Source: an optimization exercise on an open RTL-to-GDS flow (aim: small area, a short achievable clock period and few clock cycles). Production flows keep margins and buffers that such runs may drop. In this exercise RTL edits were held to simulation tests only and were not proved equivalent to the original. Power and IR drop assume default switching activity.

$ cat flow/run.sh
#!/bin/bash
# synth_recipe.tcl (not shown) runs the flow's synth.tcl, then flattens the netlist and writes it again
# the make line also repeats each setting of config.mk as NAME=value (left out here)
make -C /OpenROAD-flow-scripts/flow DESIGN_CONFIG=/design/flow/config.mk WORK_HOME=/design/flow/orfs CLKGATE_MAP_FILE= SYNTH_SCRIPT=/design/flow/synth_recipe.tcl finish
$ cat flow/config.mk
export PLATFORM = sky130hd
export DESIGN_NAME = mdu_seq
export DESIGN_NICKNAME = mdu_seq
export VERILOG_FILES = /design/flow/design.v
export SDC_FILE = /design/flow/constraint.sdc
export NUM_CORES = 4
export LEC_CHECK = 0
export CAP_MARGIN = 20
export CORE_MARGIN = 2
export CORE_UTILIZATION = 40
export SLEW_MARGIN = 20
$ cat flow/constraint.sdc
create_clock -name core_clock -period 8.0 [get_ports {clk}]
set_input_delay 1.6000 -clock core_clock [delete_from_list [all_inputs] [get_ports {clk}]]
set_output_delay 1.6000 -clock core_clock [all_outputs]
set_load 0.01 [all_outputs]
$ cat flow/design.v
module mdu_seq #(
  parameter int XLEN = 64
) (
  input  logic            clk,
  input  logic            rst,
  input  logic            start,
  input  logic [2:0]      mdu_op,
  input  logic            word,
  input  logic [XLEN-1:0] op1,
  input  logic [XLEN-1:0] op2,
  input  logic            flush,
  output logic            busy,
  output logic            stall_req,
  output logic            done,
  output logic [XLEN-1:0] result
);
  typedef enum logic [2:0] {IDLE, PREP, CALC, FIXUP, DONE} state_t;
  state_t        state;
  logic [63:0]   a_reg, b_reg, mag_reg;
  logic [2:0]    op_reg;
  logic          word_reg, negq_reg, negr_reg;
  logic [6:0]    cnt_reg;
  logic [127:0]  acc_reg;
  function automatic logic [63:0] sext32(input logic [31:0] v);
    sext32 = {{32{v[31]}}, v};
  endfunction
  logic        is_div, sgn1, sgn2, neg1, neg2, div0, ovf;
  logic [63:0] ext1, ext2, mag1, mag2, dvd, short_res;
  always_comb begin
    is_div = op_reg[2];
    sgn1   = is_div ? ~op_reg[0] : (~word_reg & (op_reg[1] ^ op_reg[0]));
    sgn2   = is_div ? ~op_reg[0] : (~word_reg & (op_reg[1:0] == 2'b01));
    ext1   = word_reg ? (sgn1 ? sext32(a_reg[31:0]) : {32'd0, a_reg[31:0]}) : a_reg;
    ext2   = word_reg ? (sgn2 ? sext32(b_reg[31:0]) : {32'd0, b_reg[31:0]}) : b_reg;
    neg1   = sgn1 & ext1[63];
    neg2   = sgn2 & ext2[63];
    mag1   = neg1 ? (~ext1 + 64'd1) : ext1;
    mag2   = neg2 ? (~ext2 + 64'd1) : ext2;
    dvd    = word_reg ? sext32(a_reg[31:0]) : a_reg;
    div0   = is_div & (word_reg ? (b_reg[31:0] == 32'd0) : (b_reg == 64'd0));
    ovf    = is_div & sgn1 &
             (word_reg ? ((a_reg[31:0] == 32'h8000_0000) && (b_reg[31:0] == 32'hFFFF_FFFF))
                       : ((a_reg == 64'h8000_0000_0000_0000) && (b_reg == 64'hFFFF_FFFF_FFFF_FFFF)));
    if (div0)
      short_res = op_reg[1] ? dvd : 64'hFFFF_FFFF_FFFF_FFFF;
    else
      short_res = op_reg[1] ? 64'd0 : dvd;
  end
  logic [64:0]  mul_sum, div_sh, div_diff;
  logic [127:0] calc_next;
  always_comb begin
    mul_sum  = {1'b0, acc_reg[127:64]} + (acc_reg[0] ? {1'b0, mag_reg} : 65'd0);
    div_sh   = {acc_reg[127:64], acc_reg[63]};
    div_diff = div_sh - {1'b0, mag_reg};
    if (is_div)
      calc_next = div_diff[64] ? {div_sh[63:0], acc_reg[62:0], 1'b0}
                               : {div_diff[63:0], acc_reg[62:0], 1'b1};
    else
      calc_next = {mul_sum, acc_reg[63:1]};
  end
  logic [127:0] prod;
  logic [63:0]  quo, rem, fix_val, fix_res;
  always_comb begin
    prod = negq_reg ? (~acc_reg + 128'd1) : acc_reg;
    quo  = negq_reg ? (~acc_reg[63:0] + 64'd1) : acc_reg[63:0];
    rem  = negr_reg ? (~acc_reg[127:64] + 64'd1) : acc_reg[127:64];
    if (is_div)
      fix_val = op_reg[1] ? rem : quo;
    else if (word_reg)
      fix_val = {32'd0, acc_reg[63:32]};
    else
      fix_val = (op_reg[1:0] == 2'b00) ? prod[63:0] : prod[127:64];
    fix_res = word_reg ? sext32(fix_val[31:0]) : fix_val;
  end
  always_ff @(posedge clk or posedge rst) begin
    if (rst) begin
      state    <= IDLE;
      done     <= 1'b0;
      result   <= '0;
      a_reg    <= '0;
      b_reg    <= '0;
      mag_reg  <= '0;
      op_reg   <= '0;
      word_reg <= 1'b0;
      negq_reg <= 1'b0;
      negr_reg <= 1'b0;
      cnt_reg  <= '0;
      acc_reg  <= '0;
    end else begin
      done <= 1'b0;
      case (state)
        IDLE: if (start && !flush) begin
          a_reg    <= op1;
          b_reg    <= op2;
          op_reg   <= mdu_op;
          word_reg <= word;
          state    <= PREP;
        end
        PREP: if (flush) begin
          state <= IDLE;
        end else if (div0 || ovf) begin
          result <= short_res;
          done   <= 1'b1;
          state  <= DONE;
        end else begin
          mag_reg  <= is_div ? mag2 : mag1;
          acc_reg  <= is_div ? {64'd0, (word_reg ? {mag1[31:0], 32'd0} : mag1)} : {64'd0, mag2};
          negq_reg <= neg1 ^ neg2;
          negr_reg <= neg1;
          cnt_reg  <= word_reg ? 7'd32 : 7'd64;
          state    <= CALC;
        end
        CALC: if (flush) begin
          state <= IDLE;
        end else begin
          acc_reg <= calc_next;
          cnt_reg <= cnt_reg - 7'd1;
          if (cnt_reg == 7'd1)
            state <= FIXUP;
        end
        FIXUP: if (flush) begin
          state <= IDLE;
        end else begin
          result <= fix_res;
          done   <= 1'b1;
          state  <= DONE;
        end
        DONE:    state <= IDLE;
        default: state <= IDLE;
      endcase
    end
  end
  assign busy      = (state != IDLE);
  assign stall_req = (start && (state == IDLE)) || (state == PREP) || (state == CALC) || (state == FIXUP);
endmodule
==> run summary <==
through the flow:
stage                     total power (W)  utilization [%]  setup slack, ns  hold WS [ns]  instances
after floorplan                    0.0125                -             1.00         0.446       4933
after global placement             0.0173             43.1             2.61         0.462       6048
after detailed placement           0.0173             43.1             2.84         0.470       6048
after CTS                          0.0199             45.1             2.83         0.483       6140
after global routing               0.0215             45.1             2.41         0.512       6141
final                              0.0205             45.1             2.65         0.479       6142
placed cells by master, fill, tap and decap left out, types with 51 or more instances in the layout:
cell type	synthesis	layout
nand2_1	582	580
o21ai_0	517	516
nor2_1	439	435
dfrtp_1	401	396
a21oi_1	393	393
xnor2_1	204	204
clkdlybuf4s50_1	0	202
xor2_1	187	187
mux2_2	145	145
ha_1	137	136
nor3_1	128	127
inv_1	127	124
mux2i_1	98	98
o31ai_1	87	86
nand3_1	75	75
a21o_1	71	71
a22oi_1	64	64
o22ai_1	57	57
nand4_1	53	53
clkbuf_16	0	51
worst reg2reg max path: cells and delay by family, from the launching register on:
family	cells	cell delay, ns
simple gates	6	2.32
compound gates	2	0.93
xor+xnor	1	0.63
flops	1	0.79
buf+inv	1	0.52
area by class of cell:
class                   instances  area, um2
well taps                    1254       1570
multi-input cells            4008      25700
fillers                      9437      51300
inverters                     130        494
flip-flops and latches        401      10100
repair buffers                256       2480
clock buffers                  60       1370
clock inverters                32        464
diodes                          1       2.50
power groups by stage:
stage	Combinational (W)	Clock [W]	Sequential, W
5_1_grt	0.0142	0.00268	0.00468
3_3_place_gp	0.0128	0	0.00453
3_5_place_dp	0.0127	0	0.00455
2_1_floorplan	0.00908	0	0.00345
6_report	0.0133	0.00258	0.00463
4_1_cts	0.0128	0.00261	0.00451
metal layers:
layer  GRT usage (%)  share of wire, %  vias up
met2            50.7                41     2464
met5               0            0.0074        -
li1                -                 -    17800
met4            20.7               7.1        2
met1            47.1                40    19100
met3            7.61                11      460
final timing paths:
path	start	slack (ns)	cells past startpoint	end
max in group asynchronous	rst	5.11	4	acc_reg[121]
max reg2reg	word_reg	2.65	10	mag_reg[43]
min	mag_reg[57]	0.48	2	mag_reg[57]
min in group asynchronous	rst	1.45	3	b_reg[19]
min reg2reg	mag_reg[57]	0.48	2	mag_reg[57]
max	word_reg	2.65	10	mag_reg[43]
synth_stat cells, types with 47 or more instances:
master and instances:
xnor2_1 204, inv_1 127, nor2_1 439, clkbuf_1 295, o22ai_1 57, dfrtp_1 401, nor4_1 51, nand3_1 75
mux2_2 145, buf_2 53, mux2i_1 98, or3_1 47, a21oi_1 393, a21o_1 71, nor3_1 128, nand2_1 582
xor2_1 187, o21ai_0 517, o31ai_1 87, a22oi_1 64, ha_1 137, nand4_1 53
cell families (layout without fill, tap and decap cells):
| family | Yosys count | count (layout) | share of synthesized area (%) |
|---|---|---|---|
| compound gates | 1600 | 1600 | 26.6 |
| buf+inv | 524 | 478 | 5.55 |
| simple gates | 1610 | 1610 | 20.0 |
| other cells | 0 | 1 | 0 |
| flops | 401 | 401 | 26.6 |
| xor+xnor | 391 | 391 | 9.07 |
| fa+ha+maj | 163 | 163 | 5.28 |
| mux | 244 | 244 | 6.96 |
==> report_table.html <==
<table>
<tr><th>Metric</th><th>Value</th></tr>
<tr><th colspan="2">Logic synthesis</th></tr>
<tr><td>Net Count, Synth</td><td>5208</td></tr>
<tr><td>FF+latch count, synth</td><td>401</td></tr>
<tr><td>Share of the synthesized area in the top cell type</td><td>26.6%</td></tr>
<tr><td>Biggest area consumer among synthesized cells</td><td>dfrtp_1</td></tr>
<tr><td>Post-synthesis sequential area ratio</td><td>26.6%</td></tr>
<tr><td>Main flop type after synthesis</td><td>dfrtp_1</td></tr>
<tr><td>Area of the mapped netlist</td><td>0.0378 mm2</td></tr>
<tr><td>Number of instances in the synthesized netlist</td><td>4933</td></tr>
<tr><td>Synth unique cells</td><td>110</td></tr>
<tr><td>Yosys warning count</td><td>1</td></tr>
<tr><td>Cell types with the largest area share after synthesis</td><td>dfrtp_1 27%, o21ai_0 6.9%, nand2_1 5.8%</td></tr>
<tr><td>Post-synth ARST share</td><td>100%</td></tr>
<tr><td>Average footprint of a synthesized cell</td><td>7.66 um2</td></tr>
<tr><td>EDFF count, synth</td><td>0</td></tr>
<tr><th colspan="2">Finish</th></tr>
<tr><td>Largest register FFs</td><td>128</td></tr>
<tr><td>Post-layout instance area</td><td>0.0422 mm2</td></tr>
<tr><td>Final-stage net count</td><td>5122</td></tr>
<tr><td>Proportion of layout cells with a drive suffix above 1</td><td>7.92%</td></tr>
<tr><td>Area growth from synthesis to layout</td><td>11.7%</td></tr>
<tr><th colspan="2">Power</th></tr>
<tr><td>Maximum resistive drop on vdd</td><td>0.000235 V</td></tr>
<tr><td>Internal power</td><td>0.00898 W</td></tr>
<tr><td>Share of total power consumed by net switching</td><td>56.2%</td></tr>
<tr><td>Leakage power total</td><td>17.0 nW</td></tr>
<tr><td>NetSw</td><td>0.0115 W</td></tr>
<tr><td>Relative contribution of the clock network to total power</td><td>12.6%</td></tr>
<tr><td>Sequential Power Share</td><td>22.6%</td></tr>
<tr><td>Combinational fraction of design power</td><td>64.9%</td></tr>
<tr><td>Total power per unit cell area</td><td>487 mW/mm2</td></tr>
<tr><th colspan="2">STA</th></tr>
<tr><td>Max transition margin</td><td>21.0%</td></tr>
<tr><td>Final total negative setup slack</td><td>0 ns</td></tr>
<tr><td>Final setup violation count</td><td>0</td></tr>
<tr><td>Number of hold-slack violations in the final timing report</td><td>0</td></tr>
<tr><td>Maximum clock skew at final layout</td><td>0.0367 ns</td></tr>
<tr><td>Least-Margin Pin Slew</td><td>1.18 ns</td></tr>
<tr><td>Setup repair after global routing missed its margin</td><td>no</td></tr>
<tr><td>Post-route clock period utilization</td><td>66.9%</td></tr>
<tr><td>Maximum clock rate</td><td>0.187 GHz</td></tr>
<tr><td>Final critical-path required period</td><td>5.35 ns</td></tr>
<tr><td>Final number of max-transition violations</td><td>0</td></tr>
<tr><th colspan="2">Placed design</th></tr>
<tr><td>Number of input and output port buffers inserted</td><td>202</td></tr>
<tr><td>Total placed instance area</td><td>0.0403 mm2</td></tr>
<tr><td>Global placement routability congestion</td><td>1.10</td></tr>
<tr><td>Half-perimeter wire length after placement</td><td>133000 um</td></tr>
<tr><th colspan="2">Routing</th></tr>
<tr><td>Starting DRT DRC Count</td><td>5497</td></tr>
<tr><td>Final WL</td><td>175000 um</td></tr>
<tr><td>Via Count</td><td>39900</td></tr>
<tr><td>DR DRC count</td><td>0</td></tr>
<tr><td>Drt pass-1 iters</td><td>6</td></tr>
<tr><td>Detailed-route wire length per cell</td><td>28.4 um</td></tr>
<tr><td>Number of routed nets with antenna violations</td><td>0</td></tr>
<tr><td>Detail-routed via count per cell</td><td>6.49</td></tr>
<tr><th colspan="2">Hold path</th></tr>
<tr><td>Worst min path class</td><td>reg2reg</td></tr>
<tr><th colspan="2">GRT</th></tr>
<tr><td>Global routing usage summed across all routing layers</td><td>34.8%</td></tr>
<tr><td>Number of global-route vias before repair</td><td>36600</td></tr>
<tr><td>Antenna violations before repair</td><td>2</td></tr>
<tr><td>Overall overflow remaining after global route</td><td>0</td></tr>
<tr><td>Largest net degree at the start of global routing</td><td>181</td></tr>
<tr><td>Global-route wire length before repair</td><td>254000 um</td></tr>
<tr><th colspan="2">Clock tree</th></tr>
<tr><td>Number of hold buffers added after CTS</td><td>0</td></tr>
<tr><td>Max H-tree Level</td><td>2</td></tr>
<tr><td>Clk sink count</td><td>401</td></tr>
<tr><td>Number of buffers created by CTS</td><td>50</td></tr>
<tr><td>Clk buf depth</td><td>3</td></tr>
<tr><td>Clock root buffer</td><td>clkbuf_16</td></tr>
<tr><td>Insertion delay to the later sink of the worst-skew pair</td><td>0.66 ns</td></tr>
<tr><td>Post-CTS setup repair buffer count</td><td>0</td></tr>
<tr><td>CTS tree</td><td>built</td></tr>
<tr><td>Post-cts sizing count</td><td>0</td></tr>
<tr><td>Clock-pin slew reported for the worst setup and hold paths after clock tree synthesis</td><td>0.06 ns</td></tr>
<tr><th colspan="2">Setup path</th></tr>
<tr><td>Endpoint kind of the worst setup timing path</td><td>flop</td></tr>
<tr><td>Signal arrival time at the worst endpoint</td><td>5.84 ns</td></tr>
<tr><td>Chain of cells forming the critical path</td><td>buf_12 &gt; and2_1 &gt; nand3_1 &gt; nand2_1 &gt; nor3_1 &gt; nor2_1 &gt; xor2_1 &gt; nor2_1 &gt; a21oi_1 &gt; o21ai_0</td></tr>
<tr><td>Top cell by count, worst path</td><td>nor2_1</td></tr>
<tr><td>Worst-path maximum fanout</td><td>119</td></tr>
<tr><td>Top delay family on crit path</td><td>simple AND/OR/NAND/NOR gates</td></tr>
<tr><td>Sort of element at the start of the critical path</td><td>flop</td></tr>
<tr><td>Cell type of the slowest stage on the worst timing path</td><td>and2_1</td></tr>
<tr><td>Endpoint required time on the critical path</td><td>8.49 ns</td></tr>
<tr><td>Startpoint-to-endpoint class of the critical path</td><td>reg2reg</td></tr>
<tr><td>Highest cell delay on the worst timing path</td><td>0.83 ns</td></tr>
<tr><td>Crit path buf inv count</td><td>1</td></tr>
<tr><th colspan="2">Floorplan</th></tr>
<tr><td>Number of rows created at floorplan</td><td>112</td></tr>
<tr><td>Starting density of the core</td><td>40.4%</td></tr>
<tr><td>Die Wd</td><td>311 um</td></tr>
<tr><td>Area of the core region</td><td>0.0935 mm2</td></tr>
<tr><td>Top-Level Pins</td><td>203</td></tr>
<tr><td>Overall die height</td><td>311 um</td></tr>
<tr><td>Full die area</td><td>0.0969 mm2</td></tr>
<tr><th colspan="2">Outcome</th></tr>
<tr><td>Result of the run</td><td>timing/DRC/antenna clean</td></tr>
<tr><th colspan="2">Flow run</th></tr>
<tr><td>Reported max-cap violation count</td><td>0</td></tr>
</table>
Testbench counts, summed over its fixed seeds: cycles 227,288.

[static timing again, ports no longer ideal]
How much do the figures lean on ideal ports? The routed layout below was timed once more, with nothing changed but the port constraints. Step 1 assumes that a clkbuf_16 drives the clock port and a buf_2 every other input. Step 2 moves the port delays by t, midway between the first and last clock arrival at a register: inputs arrive t later, outputs are due t later. That takes back most of the time a late clock gives input paths. Three values: ideal, step 1, step 2; two values: the first two.
t, ns: 0.721
slack for setup (ns): 2.647 / 2.647 / 2.647
worst setup path after step 2: register to register
pins driven straight from the clock port: 1
After both steps this run still meets setup and hold. The setup slack of this run moves by 0.000 ns with the drivers and by 0.000 ns with both steps.
